This design comes from an exercise in tuning for small area on the open sky130 flow, not from production work.
Function was checked by simulation only, so behaviour that the tests miss may differ from the original.

==> design.v <==
package ffe_pkg;
    localparam int FRAC_BITS    = 7;
    localparam int PAM2_POS     = 128;
    localparam int PAM2_NEG     = -128;
    localparam int MU_TRAIN_DEF = 6;
    localparam int MU_TRACK_DEF = 9;
    typedef enum logic [1:0] {
        ST_INIT  = 2'd0,
        ST_TRAIN = 2'd1,
        ST_TRACK = 2'd2,
        ST_HOLD  = 2'd3
    } lms_state_t;
endpackage
module lms_tap_update
#(
    parameter bit INIT_ONE = 1'b0
) (
    input  logic                     i_clk,
    input  logic                     i_rst,
    input  logic                     i_restart,
    input  logic [3:0]               i_one,
    input  logic [3:0]               i_two,
    input  logic [3:0]               i_neg,
    input  logic                     i_train,
    input  logic signed [10:0]       i_x,
    output logic        [8:0]        o_coef
);
    localparam logic [16:0] ACC_INIT  = INIT_ONE ? 17'(128 << 8) : 17'd0;
    localparam logic [8:0]  COEF_INIT = ACC_INIT[16:8];
    logic [16:0] acc_q, acc_nxt;
    logic [8:0]  coef_q;
    logic [17:0] sum;
    wire  [10:0] x = i_x;
    wire [3:0] one = i_one, two = i_two, neg = i_neg;
    wire p0 = (one[0] & x[0]) ^ neg[0];
    wire p1 = ((one[0] & x[1]) | (two[0] & x[0])) ^ neg[0];
    wire p2 = ((one[0] & x[2]) | (two[0] & x[1])) ^ neg[0];
    wire p3 = ((one[0] & x[3]) | (two[0] & x[2])) ^ neg[0];
    wire p4 = ((one[0] & x[4]) | (two[0] & x[3])) ^ neg[0];
    wire p5 = ((one[0] & x[5]) | (two[0] & x[4])) ^ neg[0];
    wire p6 = ((one[0] & x[6]) | (two[0] & x[5])) ^ neg[0];
    wire p7 = ((one[0] & x[7]) | (two[0] & x[6])) ^ neg[0];
    wire p8 = ((one[0] & x[8]) | (two[0] & x[7])) ^ neg[0];
    wire p9 = ((one[0] & x[9]) | (two[0] & x[8])) ^ neg[0];
    wire p10 = ((one[0] & x[10]) | (two[0] & x[9])) ^ neg[0];
    wire p11 = ~(((one[0] & x[10]) | (two[0] & x[10])) ^ neg[0]);
    wire p12 = (one[1] & x[0]) ^ neg[1];
    wire p13 = ((one[1] & x[1]) | (two[1] & x[0])) ^ neg[1];
    wire p14 = ((one[1] & x[2]) | (two[1] & x[1])) ^ neg[1];
    wire p15 = ((one[1] & x[3]) | (two[1] & x[2])) ^ neg[1];
    wire p16 = ((one[1] & x[4]) | (two[1] & x[3])) ^ neg[1];
    wire p17 = ((one[1] & x[5]) | (two[1] & x[4])) ^ neg[1];
    wire p18 = ((one[1] & x[6]) | (two[1] & x[5])) ^ neg[1];
    wire p19 = ((one[1] & x[7]) | (two[1] & x[6])) ^ neg[1];
    wire p20 = ((one[1] & x[8]) | (two[1] & x[7])) ^ neg[1];
    wire p21 = ((one[1] & x[9]) | (two[1] & x[8])) ^ neg[1];
    wire p22 = ((one[1] & x[10]) | (two[1] & x[9])) ^ neg[1];
    wire p23 = ~(((one[1] & x[10]) | (two[1] & x[10])) ^ neg[1]);
    wire p24 = (one[2] & x[0]) ^ neg[2];
    wire p25 = ((one[2] & x[1]) | (two[2] & x[0])) ^ neg[2];
    wire p26 = ((one[2] & x[2]) | (two[2] & x[1])) ^ neg[2];
    wire p27 = ((one[2] & x[3]) | (two[2] & x[2])) ^ neg[2];
    wire p28 = ((one[2] & x[4]) | (two[2] & x[3])) ^ neg[2];
    wire p29 = ((one[2] & x[5]) | (two[2] & x[4])) ^ neg[2];
    wire p30 = ((one[2] & x[6]) | (two[2] & x[5])) ^ neg[2];
    wire p31 = ((one[2] & x[7]) | (two[2] & x[6])) ^ neg[2];
    wire p32 = ((one[2] & x[8]) | (two[2] & x[7])) ^ neg[2];
    wire p33 = ((one[2] & x[9]) | (two[2] & x[8])) ^ neg[2];
    wire p34 = ((one[2] & x[10]) | (two[2] & x[9])) ^ neg[2];
    wire p35 = ~(((one[2] & x[10]) | (two[2] & x[10])) ^ neg[2]);
    wire p36 = (one[3] & x[0]) ^ neg[3];
    wire p37 = ((one[3] & x[1]) | (two[3] & x[0])) ^ neg[3];
    wire p38 = ((one[3] & x[2]) | (two[3] & x[1])) ^ neg[3];
    wire p39 = ((one[3] & x[3]) | (two[3] & x[2])) ^ neg[3];
    wire p40 = ((one[3] & x[4]) | (two[3] & x[3])) ^ neg[3];
    wire p41 = ((one[3] & x[5]) | (two[3] & x[4])) ^ neg[3];
    wire p42 = ((one[3] & x[6]) | (two[3] & x[5])) ^ neg[3];
    wire p43 = ((one[3] & x[7]) | (two[3] & x[6])) ^ neg[3];
    wire p44 = ((one[3] & x[8]) | (two[3] & x[7])) ^ neg[3];
    wire p45 = ((one[3] & x[9]) | (two[3] & x[8])) ^ neg[3];
    wire p46 = ((one[3] & x[10]) | (two[3] & x[9])) ^ neg[3];
    wire p47 = ~(((one[3] & x[10]) | (two[3] & x[10])) ^ neg[3]);
    wire s48 = p6 ^ p16;
    wire c49 = p6 & p16;
    wire s50 = p7 ^ p17;
    wire c51 = p7 & p17;
    wire s52 = p8 ^ p18;
    wire c53 = p8 & p18;
    wire s54 = p9 ^ p19;
    wire c55 = p9 & p19;
    wire s56 = p10 ^ p20;
    wire c57 = p10 & p20;
    wire t58 = p11 ^ p21;
    wire s59 = t58 ^ p31;
    wire c60 = (p11 & p21) | (t58 & p31);
    wire s61 = p22 ^ p32;
    wire c62 = p22 & p32;
    wire s63 = p4 ^ p14;
    wire c64 = p4 & p14;
    wire s65 = p5 ^ p15;
    wire c66 = p5 & p15;
    wire t67 = s48 ^ p26;
    wire s68 = t67 ^ p36;
    wire c69 = (s48 & p26) | (t67 & p36);
    wire t70 = c49 ^ s50;
    wire s71 = t70 ^ p27;
    wire c72 = (c49 & s50) | (t70 & p27);
    wire t73 = c51 ^ s52;
    wire s74 = t73 ^ p28;
    wire c75 = (c51 & s52) | (t73 & p28);
    wire t76 = c53 ^ s54;
    wire s77 = t76 ^ p29;
    wire c78 = (c53 & s54) | (t76 & p29);
    wire t79 = c55 ^ s56;
    wire s80 = t79 ^ p30;
    wire c81 = (c55 & s56) | (t79 & p30);
    wire t82 = c57 ^ s59;
    wire s83 = t82 ^ p41;
    wire c84 = (c57 & s59) | (t82 & p41);
    wire t85 = c60 ^ s61;
    wire s86 = t85 ^ p42;
    wire c87 = (c60 & s61) | (t85 & p42);
    wire t88 = c62 ^ p23;
    wire s89 = t88 ^ p33;
    wire c90 = (c62 & p23) | (t88 & p33);
    wire s91 = p34 ^ p44;
    wire c92 = p34 & p44;
    wire s93 = p2 ^ p12;
    wire c94 = p2 & p12;
    wire s95 = p3 ^ p13;
    wire c96 = p3 & p13;
    wire t97 = s63 ^ p24;
    wire s98 = t97 ^ neg[2];
    wire c99 = (s63 & p24) | (t97 & neg[2]);
    wire t100 = c64 ^ s65;
    wire s101 = t100 ^ p25;
    wire c102 = (c64 & s65) | (t100 & p25);
    wire t103 = c66 ^ s68;
    wire s104 = t103 ^ neg[3];
    wire c105 = (c66 & s68) | (t103 & neg[3]);
    wire t106 = c69 ^ s71;
    wire s107 = t106 ^ p37;
    wire c108 = (c69 & s71) | (t106 & p37);
    wire t109 = c72 ^ s74;
    wire s110 = t109 ^ p38;
    wire c111 = (c72 & s74) | (t109 & p38);
    wire t112 = c75 ^ s77;
    wire s113 = t112 ^ p39;
    wire c114 = (c75 & s77) | (t112 & p39);
    wire t115 = c78 ^ s80;
    wire s116 = t115 ^ p40;
    wire c117 = (c78 & s80) | (t115 & p40);
    wire s118 = ~(c81 ^ s83);
    wire c119 = c81 | s83;
    wire s120 = ~(c84 ^ s86);
    wire c121 = c84 | s86;
    wire t122 = c87 ^ s89;
    wire s123 = t122 ^ p43;
    wire c124 = (c87 & s89) | (t122 & p43);
    wire s125 = ~(c90 ^ s91);
    wire c126 = c90 | s91;
    wire t127 = c92 ^ p35;
    wire s128 = t127 ^ p45;
    wire c129 = (c92 & p35) | (t127 & p45);
    wire s130 = ~p46;
    wire c131 = p0 & neg[0];
    wire c132 = p1 & c131;
    wire c133 = (s93 & neg[1]) | (s93 & c132) | (neg[1] & c132);
    wire c134 = (c94 & s95) | (c94 & c133) | (s95 & c133);
    wire c135 = (c96 & s98) | (c96 & c134) | (s98 & c134);
    wire t136 = c99 ^ s101;
    wire s137 = t136 ^ c135;
    wire c138 = (c99 & s101) | (t136 & c135);
    wire t139 = c102 ^ s104;
    wire s140 = t139 ^ c138;
    wire c141 = (c102 & s104) | (t139 & c138);
    wire t142 = c105 ^ s107;
    wire s143 = t142 ^ c141;
    wire c144 = (c105 & s107) | (t142 & c141);
    wire t145 = c108 ^ s110;
    wire s146 = t145 ^ c144;
    wire c147 = (c108 & s110) | (t145 & c144);
    wire t148 = c111 ^ s113;
    wire s149 = t148 ^ c147;
    wire c150 = (c111 & s113) | (t148 & c147);
    wire t151 = c114 ^ s116;
    wire s152 = t151 ^ c150;
    wire c153 = (c114 & s116) | (t151 & c150);
    wire t154 = c117 ^ s118;
    wire s155 = t154 ^ c153;
    wire c156 = (c117 & s118) | (t154 & c153);
    wire t157 = c119 ^ s120;
    wire s158 = t157 ^ c156;
    wire c159 = (c119 & s120) | (t157 & c156);
    wire t160 = c121 ^ s123;
    wire s161 = t160 ^ c159;
    wire c162 = (c121 & s123) | (t160 & c159);
    wire t163 = c124 ^ s125;
    wire s164 = t163 ^ c162;
    wire c165 = (c124 & s125) | (t163 & c162);
    wire t166 = c126 ^ s128;
    wire s167 = t166 ^ c165;
    wire c168 = (c126 & s128) | (t166 & c165);
    wire t169 = c129 ^ s130;
    wire s170 = t169 ^ c168;
    wire c171 = (c129 & s130) | (t169 & c168);
    wire t172 = p46 ^ p47;
    wire s173 = t172 ^ c171;
    wire c174 = (p46 & p47) | (t172 & c171);
    wire [12:0] q = {s173, s170, s167, s164, s161, s158, s155, s152, s149, s146, s143, s140, s137};
    wire [12:0] d = i_train ? q : {{3{q[12]}}, q[12:3]};
    wire s175 = acc_q[0] ^ d[0];
    wire c176 = acc_q[0] & d[0];
    wire t177 = acc_q[1] ^ d[1];
    wire s178 = t177 ^ c176;
    wire c179 = (acc_q[1] & d[1]) | (t177 & c176);
    wire t180 = acc_q[2] ^ d[2];
    wire s181 = t180 ^ c179;
    wire c182 = (acc_q[2] & d[2]) | (t180 & c179);
    wire t183 = acc_q[3] ^ d[3];
    wire s184 = t183 ^ c182;
    wire c185 = (acc_q[3] & d[3]) | (t183 & c182);
    wire t186 = acc_q[4] ^ d[4];
    wire s187 = t186 ^ c185;
    wire c188 = (acc_q[4] & d[4]) | (t186 & c185);
    wire t189 = acc_q[5] ^ d[5];
    wire s190 = t189 ^ c188;
    wire c191 = (acc_q[5] & d[5]) | (t189 & c188);
    wire t192 = acc_q[6] ^ d[6];
    wire s193 = t192 ^ c191;
    wire c194 = (acc_q[6] & d[6]) | (t192 & c191);
    wire t195 = acc_q[7] ^ d[7];
    wire s196 = t195 ^ c194;
    wire c197 = (acc_q[7] & d[7]) | (t195 & c194);
    wire t198 = acc_q[8] ^ d[8];
    wire s199 = t198 ^ c197;
    wire c200 = (acc_q[8] & d[8]) | (t198 & c197);
    wire t201 = acc_q[9] ^ d[9];
    wire s202 = t201 ^ c200;
    wire c203 = (acc_q[9] & d[9]) | (t201 & c200);
    wire t204 = acc_q[10] ^ d[10];
    wire s205 = t204 ^ c203;
    wire c206 = (acc_q[10] & d[10]) | (t204 & c203);
    wire t207 = acc_q[11] ^ d[11];
    wire s208 = t207 ^ c206;
    wire c209 = (acc_q[11] & d[11]) | (t207 & c206);
    wire t210 = acc_q[12] ^ d[12];
    wire s211 = t210 ^ c209;
    wire c212 = (acc_q[12] & d[12]) | (t210 & c209);
    wire t213 = acc_q[13] ^ d[12];
    wire s214 = t213 ^ c212;
    wire c215 = (acc_q[13] & d[12]) | (t213 & c212);
    wire t216 = acc_q[14] ^ d[12];
    wire s217 = t216 ^ c215;
    wire c218 = (acc_q[14] & d[12]) | (t216 & c215);
    wire t219 = acc_q[15] ^ d[12];
    wire s220 = t219 ^ c218;
    wire c221 = (acc_q[15] & d[12]) | (t219 & c218);
    wire t222 = acc_q[16] ^ d[12];
    wire s223 = t222 ^ c221;
    wire c224 = (acc_q[16] & d[12]) | (t222 & c221);
    wire t225 = acc_q[16] ^ d[12];
    wire s226 = t225 ^ c224;
    wire c227 = (acc_q[16] & d[12]) | (t225 & c224);
    assign sum = {s226, s223, s220, s217, s214, s211, s208, s205, s202, s199, s196, s193, s190, s187, s184, s181, s178, s175};
    always_comb begin
        acc_nxt = sum[16:0];
        if (sum[17] != sum[16]) begin
            acc_nxt = {sum[17], {16{~sum[17]}}};
        end
    end
    always_ff @(posedge i_clk or posedge i_rst) begin
        if (i_rst) begin
            acc_q  <= ACC_INIT;
            coef_q <= COEF_INIT;
        end else if (i_restart) begin
            acc_q  <= ACC_INIT;
            coef_q <= COEF_INIT;
        end else begin
            acc_q  <= acc_nxt;
            coef_q <= acc_q[16:8];
        end
    end
    assign o_coef = coef_q;
endmodule
module ffe_lms_adapt
#(
    parameter int IN_BW      = 11,
    parameter int OUT_BW     = 9,
    parameter int COEF_BW    = 9,
    parameter int N_COEF     = 7,
    parameter int ACC_EXT    = 8,
    parameter int MU_TRAIN   = ffe_pkg::MU_TRAIN_DEF,
    parameter int MU_TRACK   = ffe_pkg::MU_TRACK_DEF,
    parameter int TRAIN_LEN  = 1024,
    parameter int CENTER_TAP = 3
) (
    input  logic                       i_clk,
    input  logic                       i_rst,
    input  logic                       i_en,
    input  logic [IN_BW-1:0]           i_data,
    input  logic [OUT_BW-1:0]          i_ffe_out,
    input  logic                       i_adapt_en,
    input  logic                       i_restart,
    output logic [COEF_BW*N_COEF-1:0]  o_coefs,
    output logic [OUT_BW:0]            o_error,
    output logic [1:0]                 o_state,
    output logic                       o_trained
);
    ffe_pkg::lms_state_t state_q, state_d;
    logic [9:0]   train_cnt_q;
    logic         trained_q;
    logic [10:0]  dly_q [1:7];
    logic         v1_q;
    logic         train_mode_q;
    logic [7:0]   err_q, err_d;
    logic [8:0]   err_neg;
    logic         capture, cnt_done;
    always_ff @(posedge i_clk or posedge i_rst) begin
        if (i_rst) begin
            for (int unsigned k = 1; k < 8; k++) begin
                dly_q[k] <= '0;
            end
        end else if (i_en) begin
            dly_q[1] <= i_data;
            for (int unsigned k = 2; k < 8; k++) begin
                dly_q[k] <= dly_q[k-1];
            end
        end
    end
    assign err_d = {~i_ffe_out[7], i_ffe_out[6:0]};
    assign err_neg = 9'd0 - {err_q[7], err_q};
    assign capture  = i_en && i_adapt_en && !i_restart && ((state_q == ffe_pkg::ST_TRAIN) || (state_q == ffe_pkg::ST_TRACK));
    assign cnt_done = v1_q && !trained_q && (train_cnt_q == 10'h3ff);
    always_comb begin
        state_d = state_q;
        case (state_q)
            ffe_pkg::ST_INIT:  state_d = i_adapt_en ? ffe_pkg::ST_TRAIN : ffe_pkg::ST_HOLD;
            ffe_pkg::ST_TRAIN: begin
                if (!i_adapt_en) begin
                    state_d = ffe_pkg::ST_HOLD;
                end else if (cnt_done) begin
                    state_d = ffe_pkg::ST_TRACK;
                end
            end
            ffe_pkg::ST_TRACK: begin
                if (!i_adapt_en) begin
                    state_d = ffe_pkg::ST_HOLD;
                end
            end
            default: begin  
                if (i_adapt_en) begin
                    state_d = (trained_q || cnt_done) ? ffe_pkg::ST_TRACK : ffe_pkg::ST_TRAIN;
                end
            end
        endcase
        if (i_restart) begin
            state_d = ffe_pkg::ST_INIT;
        end
    end
    always_ff @(posedge i_clk or posedge i_rst) begin
        if (i_rst) begin
            state_q <= ffe_pkg::ST_INIT;
        end else begin
            state_q <= state_d;
        end
    end
    always_ff @(posedge i_clk or posedge i_rst) begin
        if (i_rst) begin
            train_cnt_q <= '0;
            trained_q   <= 1'b0;
        end else if (i_restart) begin
            train_cnt_q <= '0;
            trained_q   <= 1'b0;
        end else if (v1_q && !trained_q) begin
            train_cnt_q <= train_cnt_q + 1'b1;
            if (cnt_done) begin
                trained_q <= 1'b1;
            end
        end
    end
    always_ff @(posedge i_clk or posedge i_rst) begin
        if (i_rst) begin
            v1_q         <= 1'b0;
            train_mode_q <= 1'b0;
            err_q        <= '0;
        end else begin
            v1_q <= capture;
            if (capture) begin
                err_q        <= err_d;
                train_mode_q <= (state_q == ffe_pkg::ST_TRAIN);
            end
        end
    end
    logic [8:0] mb;
    logic [3:0] b_one, b_two, b_neg;
    assign mb = v1_q ? {~err_q, 1'b1} : 9'd0;
    for (genvar j = 0; j < 4; j++) begin : g_booth
        assign b_neg[j] = mb[2*j+2];
        assign b_one[j] = mb[2*j+1] ^ mb[2*j];
        assign b_two[j] = (mb[2*j+2] & ~mb[2*j+1] & ~mb[2*j]) | (~mb[2*j+2] & mb[2*j+1] & mb[2*j]);
    end
    for (genvar k = 0; k < N_COEF; k++) begin : g_tap
        lms_tap_update #(
            .INIT_ONE (k == CENTER_TAP)
        ) u_tap (
            .i_clk     (i_clk),
            .i_rst     (i_rst),
            .i_restart (i_restart),
            .i_one     (b_one),
            .i_two     (b_two),
            .i_neg     (b_neg),
            .i_train   (train_mode_q),
            .i_x       (dly_q[k+1]),
            .o_coef    (o_coefs[COEF_BW*k +: COEF_BW])
        );
    end
    assign o_error   = {err_neg[8], err_neg};
    assign o_state   = state_q;
    assign o_trained = trained_q;
endmodule
==> run.sh <==
#!/bin/bash
# synth_recipe.tcl (not shown) runs the flow's synth.tcl, then flattens the netlist and writes it again
# the make line also repeats each setting of config.mk as NAME=value (left out here)
make -C /OpenROAD-flow-scripts/flow DESIGN_CONFIG=/design/flow/config.mk WORK_HOME=/design/flow/orfs CLKGATE_MAP_FILE= SYNTH_SCRIPT=/design/flow/synth_recipe.tcl finish
==> config.mk <==
export PLATFORM = sky130hd
export DESIGN_NAME = ffe_lms_adapt
export DESIGN_NICKNAME = ffe_lms_adapt
export VERILOG_FILES = /design/flow/design.v
export SDC_FILE = /design/flow/constraint.sdc
export NUM_CORES = 4
export LEC_CHECK = 0
export ABC_AREA = 1
export CAP_MARGIN = 20
export CORE_MARGIN = 2
export CORE_UTILIZATION = 40
export SLEW_MARGIN = 20
==> constraint.sdc <==
create_clock -name core_clock -period 12.0 [get_ports {i_clk}]
set_input_delay 2.4000 -clock core_clock [delete_from_list [all_inputs] [get_ports {i_clk}]]
set_output_delay 2.4000 -clock core_clock [all_outputs]
set_load 0.01 [all_outputs]
==> results of run 1 <==
-- per-stage QoR --
stage	setup TNS [ns]	hold slack (ns)
floorplan	0	0.4557
global placement	-32.92	0.4668
detailed placement	-51.23	0.4737
CTS	0	0.4682
global route	-0.007350	0.5080
finish	0	0.4723
-- worst paths after layout --
| path | slack, ns | start | end |
|---|---|---|---|
| setup / recovery | 0.36 | err_q[1] | g_tap[1].u_tap.acc_q[1] |
| hold / removal | 0.47 | dly_q[5][8] | dly_q[6][8] |
| setup reg to reg | 0.36 | err_q[1] | g_tap[1].u_tap.acc_q[1] |
| hold reg to reg | 0.47 | dly_q[5][8] | dly_q[6][8] |
| max in group asynchronous | 8.06 | i_rst | v1_q |
| min in group asynchronous | 2.44 | i_rst | g_tap[0].u_tap.coef_q[1] |
-- worst max-delay path, delay by kind of cell (launching register included) --
kind,cells,cell delay [ns]
fa+ha+maj,23,9.25
buf+inv,9,1.05
flops,1,0.42
simple gates,5,0.40
compound gates,2,0.24
mux,1,0.12
xor+xnor,1,0.10
-- synth_stat cells --
library cell | n | area, sq um
o22ai_2 | 24 | 300.3
o211ai_1 | 1 | 7.510
buf_4 | 10 | 75.07
dfrtp_1 | 280 | 7007
nor3_1 | 5 | 25.02
a21oi_1 | 152 | 760.7
nand2_1 | 272 | 1021
clkbuf_1 | 92 | 345.3
nor2_1 | 223 | 837.1
ha_1 | 111 | 1389
xor2_1 | 310 | 2715
o22ai_1 | 241 | 1508
a221oi_1 | 1 | 8.760
a31oi_1 | 1 | 6.260
buf_2 | 52 | 260.3
xnor2_1 | 1 | 8.760
or2_2 | 3 | 18.77
clkinv_1 | 63 | 236.5
nand4_1 | 10 | 62.56
inv_2 | 6 | 22.52
nand2_2 | 5 | 31.28
a21oi_2 | 3 | 26.28
inv_1 | 355 | 1333
a211oi_1 | 1 | 7.510
buf_1 | 23 | 86.33
a22oi_1 | 7 | 52.55
nand3_1 | 35 | 175.2
dfstp_2 | 2 | 52.55
fa_1 | 315 | 6306
mux2i_1 | 24 | 240.2
nor2_4 | 1 | 11.26
o21ai_0 | 168 | 840.8
o21ai_1 | 6 | 30.03
-- registers in the layout (all words and copies together) (netlist names) --
register / count
g_tap.u_tap.coef_q: 63
err_q: 8
trained_q: 1
dly_q: 77
v1_q: 1
train_cnt_q: 10
train_mode_q: 1
g_tap.u_tap.acc_q: 119
state_q: 2
-- what timing repair did --
item,4_1_cts,5_1_grt
pin swaps,12,16
gates resized for setup,106,56
gates cloned,6,1
setup endpoints to repair,118,118
buffers inserted,8,0
-- layer usage --
| layer | track usage | vias to the layer above | part of all wire |
|---|---|---|---|
| met5 | 0 | - | 0 |
| met4 | 0.05331 | 0 | 0.023 |
| met3 | 0.02316 | 91 | 0.048 |
| met2 | 0.3324 | 535 | 0.47 |
| met1 | 0.2985 | 10110 | 0.46 |
| li1 | - | 9399 | - |
-- area by class of cell --
class | count | share of cell area
Multi-Input combinational cell | 1920 | 0.5466
Sequential cell | 282 | 0.2297
Timing Repair Buffer | 336 | 0.1014
Inverter | 424 | 0.05217
Tap cell | 855 | 0.03479
Clock buffer | 47 | 0.03158
Clock inverter | 12 | 0.003785
-- cells by family after synthesis --
group	after synthesis	share of synthesized area
AOI/OAI and AO/OA	605	0.1375
xor gates and xnor gates	311	0.1055
adders and majority gates	426	0.2982
buffers and inverters	601	0.09139
DFF	282	0.2735
muxes	24	0.009309
and+or+nand+nor	554	0.08455
==> results.json, run 1 <==
{
  "slowest_stage": "fa_2",
  "die-area_sq_um": 66570,
  "grt_pass1_wl_um": 111800,
  "worstRegToRegCells": 41,
  "fin_crit_sh": 0.9703,
  "synthesis.area_sq_um": 25810,
  "worst_setup_path_end_kind": "flip-flop",
  "cts_buffer_depth": 3,
  "required_ns": 12.47,
  "rows": 93,
  "die_h_um": 258.0,
  "synth_seq_cells": 282,
  "drc": 0,
  "syn_inst": 2803,
  "clock-sinks": 282,
  "status": "timing/DRC/antenna clean",
  "cts_tree": "built",
  "num_io_pins": 101,
  "pre_cts_slack_ns": -0.5824,
  "chipWidth_um": 258.0,
  "drive_gt1_frac": 0.1549,
  "gp_congestion": 0.9057,
  "fin_skew_ns": 0.02079,
  "start_util": 0.4025,
  "dp_hpwl_um": 50590,
  "antenna_found_initial": 0,
  "yosysSeqAreaShare": 0.2735,
  "finalHoldViolCount": 0,
  "clk_pin_slew_ns": 0.06,
  "multi_input_area_sq_um": 16800,
  "viasPerCell": 5.193,
  "area_delta_synth_final_pct": 19.14,
  "drv_cap": 0,
  "synth.avg_cell_area_sq_um": 9.207,
  "coreArea_sq_um": 64120,
  "antenna_left": 0,
  "layout_common_cells": "inv_1 (352), xor2_1 (310), dfrtp_1 (278)",
  "wirelength_um": 68200,
  "slew-limit-headroom": 0.3779,
  "fillers": 5914,
  "dpl_cell_area_sq_um": 29000,
  "cp_common_cell": "fa_2",
  "max_clock_freq_ghz": 0.08588,
  "grt_start_max_net_pins": 161,
  "finalSetupViolCount": 0,
  "overflow": 0,
  "critical_path.max_stage_delay_ns": 0.60,
  "final_core_util": 0.4795,
  "avgRoutedWirePerCell_um": 17.59,
  "min_delay_path_depth": 2,
  "grt_use_total": 0.2069,
  "grt_pass1_vias": 20650,
  "tightest_slew_ns": 0.9332,
  "fin_crit_ns": 11.64,
  "numPortBuffers": 99,
  "instances_no_fill": 3876,
  "arrival_ns": 12.12,
  "path_max_fanout": 16,
  "dp_cells": 3802,
  "clk_latency_ns": 0.56,
  "ys_types": 33,
  "seq_area_sq_um": 7062,
  "slew_viol_final": 0,
  "drt-initial-drc-count": 1267,
  "htreeDepth": 2,
  "design_area_sq_um": 30750,
  "hp-class": "reg2reg",
  "crit_path_start_kind": "flip-flop",
  "antenna_cells": 0,
  "postSynthNetCount": 3254,
  "drtPass1Iterations": 5,
  "layout_commonest_cell": "inv_1",
  "root_buffer": "clkbuf_16",
  "setup_ws_ns": 0.3564,
  "num_vias": 20130,
  "yosysWarnings": 5,
  "worstSetupPathType": "reg2reg",
  "numCtsBuffers": 35,
  "nNetsFinal": 3450,
  "hold_buffers": 0
}
==> run 2: changes to the inputs <==
--- a/design.v
+++ b/design.v
@@ -27,7 +27,5 @@
 );
     localparam logic [16:0] ACC_INIT  = INIT_ONE ? 17'(128 << 8) : 17'd0;
-    localparam logic [8:0]  COEF_INIT = ACC_INIT[16:8];
     logic [16:0] acc_q, acc_nxt;
-    logic [8:0]  coef_q;
     logic [17:0] sum;
     wire  [10:0] x = i_x;
@@ -272,15 +270,12 @@
     always_ff @(posedge i_clk or posedge i_rst) begin
         if (i_rst) begin
-            acc_q  <= ACC_INIT;
-            coef_q <= COEF_INIT;
+            acc_q <= ACC_INIT;
         end else if (i_restart) begin
-            acc_q  <= ACC_INIT;
-            coef_q <= COEF_INIT;
+            acc_q <= ACC_INIT;
         end else begin
-            acc_q  <= acc_nxt;
-            coef_q <= acc_q[16:8];
+            acc_q <= acc_nxt;
         end
     end
-    assign o_coef = coef_q;
+    assign o_coef = acc_q[16:8];
 endmodule
 module ffe_lms_adapt
@@ -311,23 +306,31 @@
     logic [9:0]   train_cnt_q;
     logic         trained_q;
+    logic [10:0]  x0_q;
+    logic         en_q;
     logic [10:0]  dly_q [1:7];
-    logic         v1_q;
-    logic         train_mode_q;
-    logic [7:0]   err_q, err_d;
+    logic         v1_q, g_q;
+    logic         train_mode_q, mode2_q;
+    logic [7:0]   err_q, err_d, err2_q;
     logic [8:0]   err_neg;
     logic         capture, cnt_done;
     always_ff @(posedge i_clk or posedge i_rst) begin
         if (i_rst) begin
+            x0_q <= '0;
+            en_q <= 1'b0;
             for (int unsigned k = 1; k < 8; k++) begin
                 dly_q[k] <= '0;
             end
-        end else if (i_en) begin
-            dly_q[1] <= i_data;
-            for (int unsigned k = 2; k < 8; k++) begin
-                dly_q[k] <= dly_q[k-1];
+        end else begin
+            x0_q <= i_data;
+            en_q <= i_en;
+            if (en_q) begin
+                dly_q[1] <= x0_q;
+                for (int unsigned k = 2; k < 8; k++) begin
+                    dly_q[k] <= dly_q[k-1];
+                end
             end
         end
     end
-    assign err_d = {~i_ffe_out[7], i_ffe_out[6:0]};
+    assign err_d   = {~i_ffe_out[7], i_ffe_out[6:0]};
     assign err_neg = 9'd0 - {err_q[7], err_q};
     assign capture  = i_en && i_adapt_en && !i_restart && ((state_q == ffe_pkg::ST_TRAIN) || (state_q == ffe_pkg::ST_TRACK));
@@ -383,8 +386,14 @@
         if (i_rst) begin
             v1_q         <= 1'b0;
+            g_q          <= 1'b0;
             train_mode_q <= 1'b0;
+            mode2_q      <= 1'b0;
             err_q        <= '0;
+            err2_q       <= '0;
         end else begin
-            v1_q <= capture;
+            v1_q    <= capture;
+            g_q     <= v1_q && !i_restart;
+            mode2_q <= train_mode_q;
+            err2_q  <= err_q;
             if (capture) begin
                 err_q        <= err_d;
@@ -395,5 +404,5 @@
     logic [8:0] mb;
     logic [3:0] b_one, b_two, b_neg;
-    assign mb = v1_q ? {~err_q, 1'b1} : 9'd0;
+    assign mb = g_q ? {~err2_q, 1'b1} : 9'd0;
     for (genvar j = 0; j < 4; j++) begin : g_booth
         assign b_neg[j] = mb[2*j+2];
@@ -411,5 +420,5 @@
             .i_two     (b_two),
             .i_neg     (b_neg),
-            .i_train   (train_mode_q),
+            .i_train   (mode2_q),
             .i_x       (dly_q[k+1]),
             .o_coef    (o_coefs[COEF_BW*k +: COEF_BW])
==> run 2 against run 1 <==
Effect of this change: clock skew decreased by 0.0041 ns; wire length decreased by 5.5%; still clean; critical path depth decreased by 3; fmax about the same; register-to-register slack about the same.
==> results.json, run 2 <==
{
  "worstSetupPathType": "reg2reg",
  "pre_cts_slack_ns": -0.3651,
  "syn_inst": 2719,
  "top_layer": "met4",
  "drtPass1Iterations": 5,
  "synthMuxAreaShare": 0.01002,
  "drt-initial-drc-count": 1282,
  "grt_use_total": 0.2047,
  "rows": 91,
  "num_vias": 19130,
  "slew_viol_final": 0,
  "cp_common_cell": "fa_2",
  "fin_crit_sh": 0.9711,
  "largest_reg_flops": 119,
  "chipWidth_um": 253.8,
  "required_ns": 12.50,
  "arrival_ns": 12.16,
  "viasPerCell": 5.229,
  "synth_top_area_frac": 0.2566,
  "antenna_cells": 0,
  "max_clock_freq_ghz": 0.08581,
  "wirelength_um": 64430,
  "setup_ws_ns": 0.3468,
  "ys_types": 37,
  "postSynthNetCount": 3175,
  "min_from": "train_mode_q",
  "slew-limit-headroom": 0.2203,
  "cts_tree": "built",
  "num_io_pins": 101,
  "hold_buffers": 0,
  "synth_seq_cells": 241,
  "synth_area_leaders": "fa_1 (26%), dfrtp_1 (24%), xor2_1 (11%)",
  "drv_cap": 0,
  "cts_buffer_depth": 3,
  "worst_r2r_endpoint": "g_tap[0].u_tap.acc_q[0]",
  "layout_common_cells": "xor2_1 (305), inv_1 (304), nand2_1 (270)",
  "slowest_stage": "fa_2",
  "synth-async-reset-ratio": 1.000,
  "die_h_um": 253.8,
  "nNetsFinal": 3257,
  "drc": 0,
  "yosys.area.top_type": "fa_1",
  "tightest_slew_ns": 1.170,
  "fin_skew_ns": 0.01665,
  "wl_met2_um": 30600,
  "area_delta_synth_final_pct": 15.07,
  "synth_most_common_cell": "fa_1",
  "holdPathEnd": "mode2_q",
  "status": "timing/DRC/antenna clean",
  "met3_length_um": 3377,
  "clk_latency_ns": 0.58,
  "yosysWarnings": 5,
  "gp_congestion": 0.8859,
  "start_util": 0.4046,
  "htreeDepth": 1,
  "critical_path.max_stage_delay_ns": 0.59,
  "synthSimpleGateAreaFrac": 0.08193,
  "grt_start_max_net_pins": 126,
  "met1_length_um": 28840,
  "grt_pass1_wl_um": 105900,
  "synthAdderAreaFrac": 0.3122,
  "synthesis.area_sq_um": 24970,
  "largest_register": "g_tap.u_tap.acc_q",
  "ys_top_cells_by_count": "fa_1 (320), inv_1 (305), xor2_1 (305)",
  "antenna_found_initial": 0,
  "drive_gt1_frac": 0.1300,
  "clock-sinks": 241,
  "r2r_slack_ns": 0.35,
  "dp_hpwl_um": 48260,
  "hp-class": "reg2reg",
  "worstRegToRegCells": 38,
  "reg2reg_from": "err2_q[1]",
  "worst_setup_path_end_kind": "flip-flop",
  "numCtsBuffers": 29,
  "finalHoldViolCount": 0,
  "layout_commonest_cell": "xor2_1",
  "fillers": 5877,
  "die-area_sq_um": 64430,
  "clk_pin_slew_ns": 0.06,
  "fin_crit_ns": 11.65,
  "root_buffer": "clkbuf_16",
  "avgRoutedWirePerCell_um": 17.61,
  "synth_top_family_by_area": "adder cells",
  "yosys_most_used_dff": "dfrtp_1",
  "finalSetupViolCount": 0,
  "yosysSeqAreaShare": 0.2416,
  "antenna_left": 0,
  "reg_top3": "g_tap.u_tap.acc_q (119), dly_q (77), x0_q (11)",
  "synth_compound_area_frac": 0.1368,
  "numPortBuffers": 99,
  "crit_path_start_kind": "flip-flop",
  "synth.avg_cell_area_sq_um": 9.183,
  "min_delay_path_depth": 0,
  "path_max_fanout": 8,
  "coreArea_sq_um": 61710,
  "synthXorXnorAreaFrac": 0.1080,
  "grt_pass1_vias": 19790,
  "overflow": 0,
  "synth_edf_count": 0
}
[run 2: cell count changes in the layout (fill, tap and decap cells not counted), sizes merged, moves of 4 or more]
| cell | delta |
|---|---|
| nor2 | -55 |
| buf | -54 |
| inv | -48 |
| dfrtp | -40 |
| clkbuf | -11 |
| nand2 | +7 |
| o21ai | -6 |
| fa | +5 |
| xor2 | -5 |
| bufinv | +4 |
[run 2: final cells by class]
cell class | instances | area [sq um] | share of cell area
Clock buffer | 35 | 768.2 | 0.02674
Clock inverter | 17 | 230.2 | 0.008013
Inverter | 372 | 1409 | 0.04904
Multi-Input combinational cell | 1875 | 16560 | 0.5763
Sequential cell | 241 | 6038 | 0.2102
Tap cell | 837 | 1047 | 0.03645
Timing Repair Buffer | 282 | 2681 | 0.09333
[run 2: critical path, delay by kind of cell, from the launching register on]
family	cells	cell delay [ns]
AND/OR/NAND/NOR	9	1.18
XOR/XNOR	1	0.16
buffers and inverters	2	0.31
multiplexers	1	0.17
AO/OA/AOI/OAI	3	0.34
adder cells (fa/ha/maj)	22	9.01
flip-flops	1	0.40
[run 2: worst max-delay path by stage]
stage,cells after the start,from,slack (ns),end
2_1_floorplan,39,g_q,0.003,g_tap[6].u_tap.acc_q[10]
3_3_place_gp,40,err2_q[1],-0.23,g_tap[0].u_tap.acc_q[5]
3_5_place_dp,40,err2_q[1],-0.37,g_tap[0].u_tap.acc_q[1]
4_1_cts,37,err2_q[1],0.004,g_tap[3].u_tap.acc_q[0]
5_1_grt,39,err2_q[1],-0.006,g_tap[4].u_tap.acc_q[14]
6_report,38,err2_q[1],0.35,g_tap[0].u_tap.acc_q[0]
[run 2: through the flow]
step	util	setup TNS, ns	std cells	instance area, sq um	hold slack (ns)
finish	0.4656	0	3659	28730	0.3876
global route	0.4656	-0.02093	3659	28730	0.4083
CTS	0.4592	0	3649	28340	0.3897
detailed placement	0.4402	-24.53	3596	27170	0.3746
global placement	0.4402	-13.15	3596	27170	0.3656
floorplan	-	0	2719	25000	0.3537
[run 2: cells by family (layout without fill, tap and decap cells)]
| kind of cell | after synthesis | count (layout) |
|---|---|---|
| mux | 25 | 25 |
| xor+xnor | 308 | 308 |
| buf+inv | 603 | 706 |
| flops | 241 | 241 |
| simple gates | 510 | 510 |
| compound gates | 601 | 601 |
| fa+ha+maj | 431 | 431 |
[run 2: per-layer routing]
layer / up-vias / track usage
met3: 93 / 0.02438
met2: 504 / 0.3414
li1: 8920 / -
met1: 9617 / 0.2815
met4: 0 / 0.05613
met5: - / 0
[run 2: timing repair]
action                     CTS  global route
cloned                       0             3
setup buffers                1             7
setup endpoints to repair  114           116
gates resized for setup     58            93
pin swaps                    7            21
==> run 3: changes to the inputs <==
==> flow/run.sh (new file) <==
#!/bin/bash
# The standard layout, with the port buffers made from the smallest plain buffer.
set -euo pipefail
bash standard.sh "BUFFER_PORTS_ARGS=-buffer_cell sky130_fd_sc_hd__buf_1" finish > orfs_make.log 2>&1
==> standard.sh (new file) <==
#!/bin/bash
# synth_recipe.tcl (not shown) runs the flow's synth.tcl, then flattens the netlist and writes it again
# the make line also repeats each setting of config.mk as NAME=value (left out here)
make -C /OpenROAD-flow-scripts/flow DESIGN_CONFIG=/design/flow/config.mk WORK_HOME=/design/flow/orfs CLKGATE_MAP_FILE= SYNTH_SCRIPT=/design/flow/synth_recipe.tcl "${@:-finish}"
removed: run.sh
==> run 3 against run 2 <==
Effect of this change: still clean on timing, DRC and antenna; die area unchanged; critical path depth is 1 lower; hold slack improved by 0.0078 ns; largest cell class unchanged; critical path type unchanged; wire length grew 4.2%.
==> results.json, run 3 <==
{
  "status": "timing/DRC/antenna clean",
  "synthMuxAreaShare": 0.01002,
  "largest_reg_flops": 119,
  "max_clock_freq_ghz": 0.08589,
  "synth_edf_count": 0,
  "antenna_left": 0,
  "chipWidth_um": 253.8,
  "dp_cells": 3620,
  "arrival_ns": 12.12,
  "clk_latency_ns": 0.60,
  "drt-initial-drc-count": 1351,
  "fin_skew_ns": 0.01377,
  "ys_types": 37,
  "wirelength_um": 67120,
  "postSynthNetCount": 3175,
  "synth.avg_cell_area_sq_um": 9.183,
  "slew-limit-headroom": 0.2611,
  "slew_viol_final": 0,
  "drive_gt1_frac": 0.1429,
  "worst_setup_path_end_kind": "flip-flop",
  "drv_cap": 0,
  "root_buffer": "clkbuf_16",
  "cp_num_cells": 37,
  "synth_compound_area_frac": 0.1368,
  "crit_path_start_kind": "flip-flop",
  "critical_path.max_stage_delay_ns": 0.56,
  "cts_buffer_depth": 3,
  "synth_area_leaders": "fa_1 (26%), dfrtp_1 (24%), xor2_1 (11%)",
  "grt_pass1_wl_um": 109000,
  "path_max_fanout": 16,
  "numPortBuffers": 99,
  "slowest_stage": "fa_1",
  "tightest_slew_ns": 1.108,
  "htreeDepth": 1,
  "cp_top_family": "adder cells",
  "synth_top_family_by_area": "adder cells",
  "layout_common_cells": "xor2_1 (305), inv_1 (304), nand2_1 (269)",
  "antenna_cells": 0,
  "finalSetupViolCount": 0,
  "area_delta_synth_final_pct": 13.31,
  "hp-class": "reg2reg",
  "synthSimpleGateAreaFrac": 0.08193,
  "fin_crit_sh": 0.9702,
  "die-area_sq_um": 64430,
  "cts_tree": "built",
  "num_vias": 19230,
  "synthesis.area_sq_um": 24970,
  "coreArea_sq_um": 61710,
  "layout_commonest_cell": "xor2_1",
  "grt_start_max_net_pins": 113,
  "syn_inst": 2719,
  "fin_crit_ns": 11.64,
  "largest_register": "g_tap.u_tap.acc_q",
  "start_util": 0.4046,
  "gp_congestion": 0.8971,
  "numCtsBuffers": 30,
  "drc": 0,
  "reg_top3": "g_tap.u_tap.acc_q (119), dly_q (77), x0_q (11)",
  "yosysSeqAreaShare": 0.2416,
  "synth-async-reset-ratio": 1.000,
  "synthXorXnorAreaFrac": 0.1080,
  "finalHoldViolCount": 0,
  "rows": 91,
  "synthAdderAreaFrac": 0.3122,
  "pre_cts_slack_ns": -0.3925,
  "worstRegToRegCells": 37,
  "instances_no_fill": 3686,
  "worstSetupPathType": "reg2reg",
  "nNetsFinal": 3282,
  "clock-sinks": 241,
  "drtPass1Iterations": 5,
  "grt_use_total": 0.2113,
  "synth_seq_cells": 241,
  "required_ns": 12.47,
  "antenna_found_initial": 0,
  "num_io_pins": 101,
  "clk_pin_slew_ns": 0.06,
  "yosysWarnings": 5,
  "yosys_most_used_dff": "dfrtp_1",
  "viasPerCell": 5.216,
  "grt_pass1_vias": 20250,
  "crit_buf_inv": 5,
  "ys_top_cells_by_count": "fa_1 (320), inv_1 (305), xor2_1 (305)",
  "design_area_sq_um": 28290,
  "synth_most_common_cell": "fa_1",
  "dp_hpwl_um": 49770,
  "yosys.area.top_type": "fa_1",
  "overflow": 0,
  "dpl_cell_area_sq_um": 26730,
  "die_h_um": 253.8,
  "synth_top_area_frac": 0.2566,
  "avgRoutedWirePerCell_um": 18.21,
  "setup_ws_ns": 0.3576,
  "min_delay_path_depth": 0
}
[run 3: cell count changes in the layout (fill, tap and decap cells not counted), moves of 4 or more]
cell	delta
buf_1	+99
clkdlybuf4s50_1	-99
buf_4	+25
fa_1	-17
fa_2	+17
buf_12	-5
bufinv_16	-4
clkbuf_8	+4
nand2_2	+4
[run 3: worst reg2reg max path, delay by kind of cell, from the launching register on]
family          cells  cell delay [ns]
xor+xnor            1             0.09
simple gates        5             0.57
flops               1             0.41
buf+inv             5             0.70
mux                 1             0.11
compound gates      2             0.35
fa+ha+maj          23             9.30
[run 3: per-layer routing]
| layer | vias up | GRT usage | wire, um |
|---|---|---|---|
| li1 | 8959 | - | - |
| met1 | 9601 | 0.2906 | 29750 |
| met2 | 550 | 0.3464 | 31460 |
| met3 | 118 | 0.02940 | 3796 |
| met4 | 0 | 0.06420 | 2113 |
| met5 | - | 0 | 0 |
[run 3: cell type report]
type	count	area, sq um
timing repair buffer	306	2243
tap	837	1047
sequential	241	6038
clock buffer	43	880.8
multi-input combinational	1875	16570
clock inverter	12	102.6
fill	5959	33420
inverter	372	1409
[run 3: path summary, 6_finish.rpt]
path / slack, ns / from / end
worst min-delay path: 0.40 / train_mode_q / mode2_q
max in group asynchronous: 7.66 / i_rst / en_q
worst min register to register: 0.40 / train_mode_q / mode2_q
worst max-delay path: 0.36 / err2_q[1] / g_tap[1].u_tap.acc_q[1]
worst max register to register: 0.36 / err2_q[1] / g_tap[1].u_tap.acc_q[1]
min in group asynchronous: 1.91 / i_rst / g_tap[0].u_tap.acc_q[12]
[run 3: what timing repair did]
action,4_1_cts,5_1_grt
resized for setup,66,82
setup endpoints to repair,117,118
setup buffers,2,3
hold buffers,0,0
gates cloned,4,3
pin swaps,6,28
endpoints found under the hold margin,0,0
[run 3: metrics by stage]
step	utilization	hold slack, ns	setup TNS (ns)
after detailed placement	0.4331	0.3807	-35.58
after floorplan	-	0.3537	0
after CTS	0.4533	0.4034	0
after global placement	0.4331	0.3721	-20.18
after global routing	0.4584	0.4174	-0.03513
final	0.4584	0.3954	0
[run 3: cells by family after synthesis]
group                    count (synthesis)
buffers and inverters                  603
AO/OA/AOI/OAI                          601
AND/OR/NAND/NOR                        510
adder cells (fa/ha/maj)                431
XOR/XNOR                               308
flip-flops                             241
multiplexers                            25
==> run 4: changes to the inputs <==
--- a/design.v
+++ b/design.v
@@ -309,7 +309,7 @@
     logic         en_q;
     logic [10:0]  dly_q [1:7];
-    logic         v1_q, g_q;
+    logic         v1_q;
     logic         train_mode_q, mode2_q;
-    logic [7:0]   err_q, err_d, err2_q;
+    logic [7:0]   err_q, err_d;
     logic [8:0]   err_neg;
     logic         capture, cnt_done;
@@ -333,7 +333,15 @@
     end
     assign err_d   = {~i_ffe_out[7], i_ffe_out[6:0]};
-    assign err_neg = 9'd0 - {err_q[7], err_q};
+    assign err_neg[0] = err_q[0];
+    for (genvar i = 1; i < 9; i++) begin : g_neg
+        assign err_neg[i] = (i < 8 ? err_q[i] : err_q[7]) ^ (|err_q[i-1:0]);
+    end
     assign capture  = i_en && i_adapt_en && !i_restart && ((state_q == ffe_pkg::ST_TRAIN) || (state_q == ffe_pkg::ST_TRACK));
     assign cnt_done = v1_q && !trained_q && (train_cnt_q == 10'h3ff);
+    logic [9:0] cnt_inc;
+    assign cnt_inc[0] = ~train_cnt_q[0];
+    for (genvar i = 1; i < 10; i++) begin : g_inc
+        assign cnt_inc[i] = train_cnt_q[i] ^ (&train_cnt_q[i-1:0]);
+    end
     always_comb begin
         state_d = state_q;
@@ -377,5 +385,5 @@
             trained_q   <= 1'b0;
         end else if (v1_q && !trained_q) begin
-            train_cnt_q <= train_cnt_q + 1'b1;
+            train_cnt_q <= cnt_inc;
             if (cnt_done) begin
                 trained_q <= 1'b1;
@@ -386,14 +394,10 @@
         if (i_rst) begin
             v1_q         <= 1'b0;
-            g_q          <= 1'b0;
             train_mode_q <= 1'b0;
             mode2_q      <= 1'b0;
             err_q        <= '0;
-            err2_q       <= '0;
         end else begin
             v1_q    <= capture;
-            g_q     <= v1_q && !i_restart;
             mode2_q <= train_mode_q;
-            err2_q  <= err_q;
             if (capture) begin
                 err_q        <= err_d;
@@ -403,10 +407,22 @@
     end
     logic [8:0] mb;
+    logic [3:0] bd_one, bd_two, bd_neg;
     logic [3:0] b_one, b_two, b_neg;
-    assign mb = g_q ? {~err2_q, 1'b1} : 9'd0;
+    assign mb = (v1_q && !i_restart) ? {~err_q, 1'b1} : 9'd0;
     for (genvar j = 0; j < 4; j++) begin : g_booth
-        assign b_neg[j] = mb[2*j+2];
-        assign b_one[j] = mb[2*j+1] ^ mb[2*j];
-        assign b_two[j] = (mb[2*j+2] & ~mb[2*j+1] & ~mb[2*j]) | (~mb[2*j+2] & mb[2*j+1] & mb[2*j]);
+        assign bd_neg[j] = mb[2*j+2];
+        assign bd_one[j] = mb[2*j+1] ^ mb[2*j];
+        assign bd_two[j] = (mb[2*j+2] & ~mb[2*j+1] & ~mb[2*j]) | (~mb[2*j+2] & mb[2*j+1] & mb[2*j]);
+    end
+    always_ff @(posedge i_clk or posedge i_rst) begin
+        if (i_rst) begin
+            b_one <= '0;
+            b_two <= '0;
+            b_neg <= '0;
+        end else begin
+            b_one <= bd_one;
+            b_two <= bd_two;
+            b_neg <= bd_neg;
+        end
     end
     for (genvar k = 0; k < N_COEF; k++) begin : g_tap
==> run.sh (new file) <==
#!/bin/bash
# synth_recipe.tcl (not shown) runs the flow's synth.tcl, then flattens the netlist and writes it again
# the make line also repeats each setting of config.mk as NAME=value (left out here)
make -C /OpenROAD-flow-scripts/flow DESIGN_CONFIG=/design/flow/config.mk WORK_HOME=/design/flow/orfs CLKGATE_MAP_FILE= SYNTH_SCRIPT=/design/flow/synth_recipe.tcl finish
removed: flow/run.sh
removed: standard.sh
==> run 4 against run 3 <==
Effect of this change: synthesized cell count down 1.2%; die area down 0.15%; critical path depth down 2; critical endpoint is now g_tap[2].u_tap.acc_q[10].
==> results.json, run 4 <==
{
  "status": "timing/DRC/antenna clean",
  "finalHoldViolCount": 0,
  "fin_skew_ns": 0.02806,
  "avgRoutedWirePerCell_um": 18.18,
  "dp_hpwl_um": 48070,
  "max_clock_freq_ghz": 0.08604,
  "worstSetupPathType": "reg2reg",
  "num_vias": 18910,
  "wirelength_um": 65480,
  "clk_pin_slew_ns": 0.06,
  "overflow": 0,
  "yosys_most_used_dff": "dfrtp_1",
  "holdPathEnd": "mode2_q",
  "synth_top_area_frac": 0.2570,
  "worst_r2r_endpoint": "g_tap[2].u_tap.acc_q[10]",
  "synth_edf_count": 0,
  "grt_busiest_layer": "met2",
  "hp-class": "reg2reg",
  "reg2reg_from": "b_one[0]",
  "yosys.area.top_type": "fa_1",
  "critical_path.max_stage_delay_ns": 0.58,
  "pre_cts_slack_ns": 0.02122,
  "rows": 91,
  "synth_seq_cells": 244,
  "htreeDepth": 1,
  "antenna_left": 0,
  "crit_path_start_kind": "flip-flop",
  "drt-initial-drc-count": 1405,
  "grt_use_total": 0.2045,
  "chipWidth_um": 253.7,
  "cts_tree": "built",
  "seq_area_sq_um": 6127,
  "slowest_stage": "fa_2",
  "num_io_pins": 101,
  "cp_top_family": "adder cells",
  "min_delay_path_depth": 0,
  "setup_ws_ns": 0.3779,
  "antenna_cells": 0,
  "final_core_util": 0.4584,
  "die_h_um": 253.7,
  "syn_inst": 2686,
  "crit_buf_inv": 6,
  "fin_crit_sh": 0.9685,
  "slew-limit-headroom": 0.3897,
  "largest_reg_flops": 119,
  "layout_common_cells": "xor2_1 (314), nand2_1 (300), fa_1 (289)",
  "drc": 0,
  "tightest_slew_ns": 0.9155,
  "worstRegToRegCells": 35,
  "slew_viol_final": 0,
  "gp_congestion": 0.8829,
  "root_buffer": "clkbuf_16",
  "synth-async-reset-ratio": 1.000,
  "area_delta_synth_final_pct": 13.46,
  "arrival_ns": 12.13,
  "cts_buffer_depth": 3,
  "multi_input_area_sq_um": 16320,
  "drtPass1Iterations": 8,
  "drive_gt1_frac": 0.1071,
  "grt_pass1_vias": 19780,
  "grtUsageMet3": 0.02929,
  "die-area_sq_um": 64340,
  "met1_usage": 0.2711,
  "yosysSeqAreaShare": 0.2450,
  "layout_commonest_cell": "xor2_1",
  "start_util": 0.4040,
  "dp_cells": 3518,
  "nNetsFinal": 3201,
  "synth_area_leaders": "fa_1 (26%), dfrtp_1 (24%), xor2_1 (11%)",
  "reg_top3": "g_tap.u_tap.acc_q (119), dly_q (77), x0_q (11)",
  "clk_latency_ns": 0.61,
  "viasPerCell": 5.252,
  "r2r_slack_ns": 0.38,
  "synthesis.area_sq_um": 24930,
  "min_from": "train_mode_q",
  "numPortBuffers": 99,
  "path_max_fanout": 13,
  "antenna_found_initial": 0,
  "setup_tns_ns": 0,
  "largest_register": "g_tap.u_tap.acc_q",
  "grt_pass1_wl_um": 105500,
  "yosysWarnings": 5,
  "grt_start_max_net_pins": 109,
  "ys_top_cells_by_count": "fa_1 (320), xor2_1 (314), nand2_1 (300)",
  "ys_types": 34,
  "fin_crit_ns": 11.62,
  "hold_buffers": 0,
  "required_ns": 12.51,
  "synth.avg_cell_area_sq_um": 9.282,
  "synth_most_common_cell": "fa_1",
  "postSynthNetCount": 3147,
  "finalSetupViolCount": 0,
  "clock-sinks": 244,
  "drv_cap": 0,
  "coreArea_sq_um": 61710,
  "worst_setup_path_end_kind": "flip-flop",
  "instances_no_fill": 3601,
  "gr-usage-met2": 0.3455,
  "cp_common_cell": "fa_1",
  "holdWs_ns": 0.3771,
  "fillers": 5947,
  "numCtsBuffers": 31
}
## run 4: metal layers
metal / share of wire / vias to the layer above
met5: 0 / -
met4: 0.033 / 0
met1: 0.43 / 9548
met3: 0.059 / 105
met2: 0.48 / 560
li1: - / 8698
## run 4: worst register-to-register path: cells and delay by family (launching register included)
kind	cells	cell delay, ns
adder cells (fa/ha/maj)	23	9.63
flip-flops	1	0.46
XOR/XNOR	1	0.15
AND/OR/NAND/NOR	2	0.18
buffers and inverters	6	0.77
AO/OA/AOI/OAI	3	0.35
## run 4: per-stage QoR
stage / instance area (sq um)
detailed placement: 26770
CTS: 27840
global route: 28290
global placement: 26770
floorplan: 24930
finish: 28290
## run 4: layout make-up
class | instances | share of cell area
Clock buffer | 37 | 0.02928
Clock inverter | 20 | 0.008138
Inverter | 348 | 0.04706
Multi-Input combinational cell | 1864 | 0.5769
Sequential cell | 244 | 0.2166
Tap cell | 837 | 0.03702
Timing Repair Buffer | 250 | 0.08483
Timing Repair inverter | 1 | 0.0001769
## run 4: logic make-up (layout without fill, tap and decap cells)
group                      count (synthesis)  after routing  synth area share
xor gates and xnor gates                 321            321            0.1143
adders and majority gates                436            436            0.3152
AOI/OAI and AO/OA                        557            557            0.1261
and+or+nand+nor                          517            517           0.08185
muxes                                     33             33           0.01325
buffers and inverters                    578            656            0.1044
DFF                                      244            244            0.2450
## run 4: worst max-delay path by stage
stage	end	depth (start not counted)	slack (ns)	startpoint
2_1_floorplan	g_tap[4].u_tap.acc_q[10]	35	0.25	b_two[0]
3_3_place_gp	g_tap[6].u_tap.acc_q[0]	32	0.20	b_one[0]
3_5_place_dp	g_tap[6].u_tap.acc_q[13]	32	0.02	b_one[0]
4_1_cts	g_tap[5].u_tap.acc_q[15]	37	0.005	b_two[0]
5_1_grt	g_tap[5].u_tap.acc_q[15]	39	-0.01	b_neg[1]
6_report	g_tap[2].u_tap.acc_q[10]	35	0.38	b_one[0]
## run 4: timing repair
item                       4_1_cts  5_1_grt
setup endpoints to repair       20      101
setup buffers                    0       20
resized for setup                3       70
cloned                           0        6
pin swaps                        0        3

-- re-timing with driven ports --
The results above use ideal ports. As a check the final layouts listed here were re-extracted and re-timed, cells and wires unchanged.
Step 1: set_driving_cell puts a clkbuf_16 on i_clk and a buf_2 on each other input, an assumption about the parent block.
Step 2 adds t to the input delays and takes it off the output delays; t is the mean of the earliest and latest rising clock arrival at the registers after step 1. Input paths then give back, and output paths get back, about the clock's delay inside the block.
Three values: ideal ports, drivers, drivers and shift; two values: the first two.
run | t (ns) | slack for setup (ns) | worst setup path after step 2 | slew at the worst register clock pin (ns)
run 1 | 0.605 | 0.356 / 0.356 / 0.356 | register to register | 0.06 / 0.06
run 2 | 0.633 | 0.347 / 0.347 / 0.347 | register to register | 0.07 / 0.07
run 3 | 0.650 | 0.358 / 0.358 / 0.358 | register to register | 0.07 / 0.07
run 4 | 0.651 | 0.378 / 0.378 / 0.378 | register to register | 0.06 / 0.06
After both steps setup and hold are still met in every run listed.
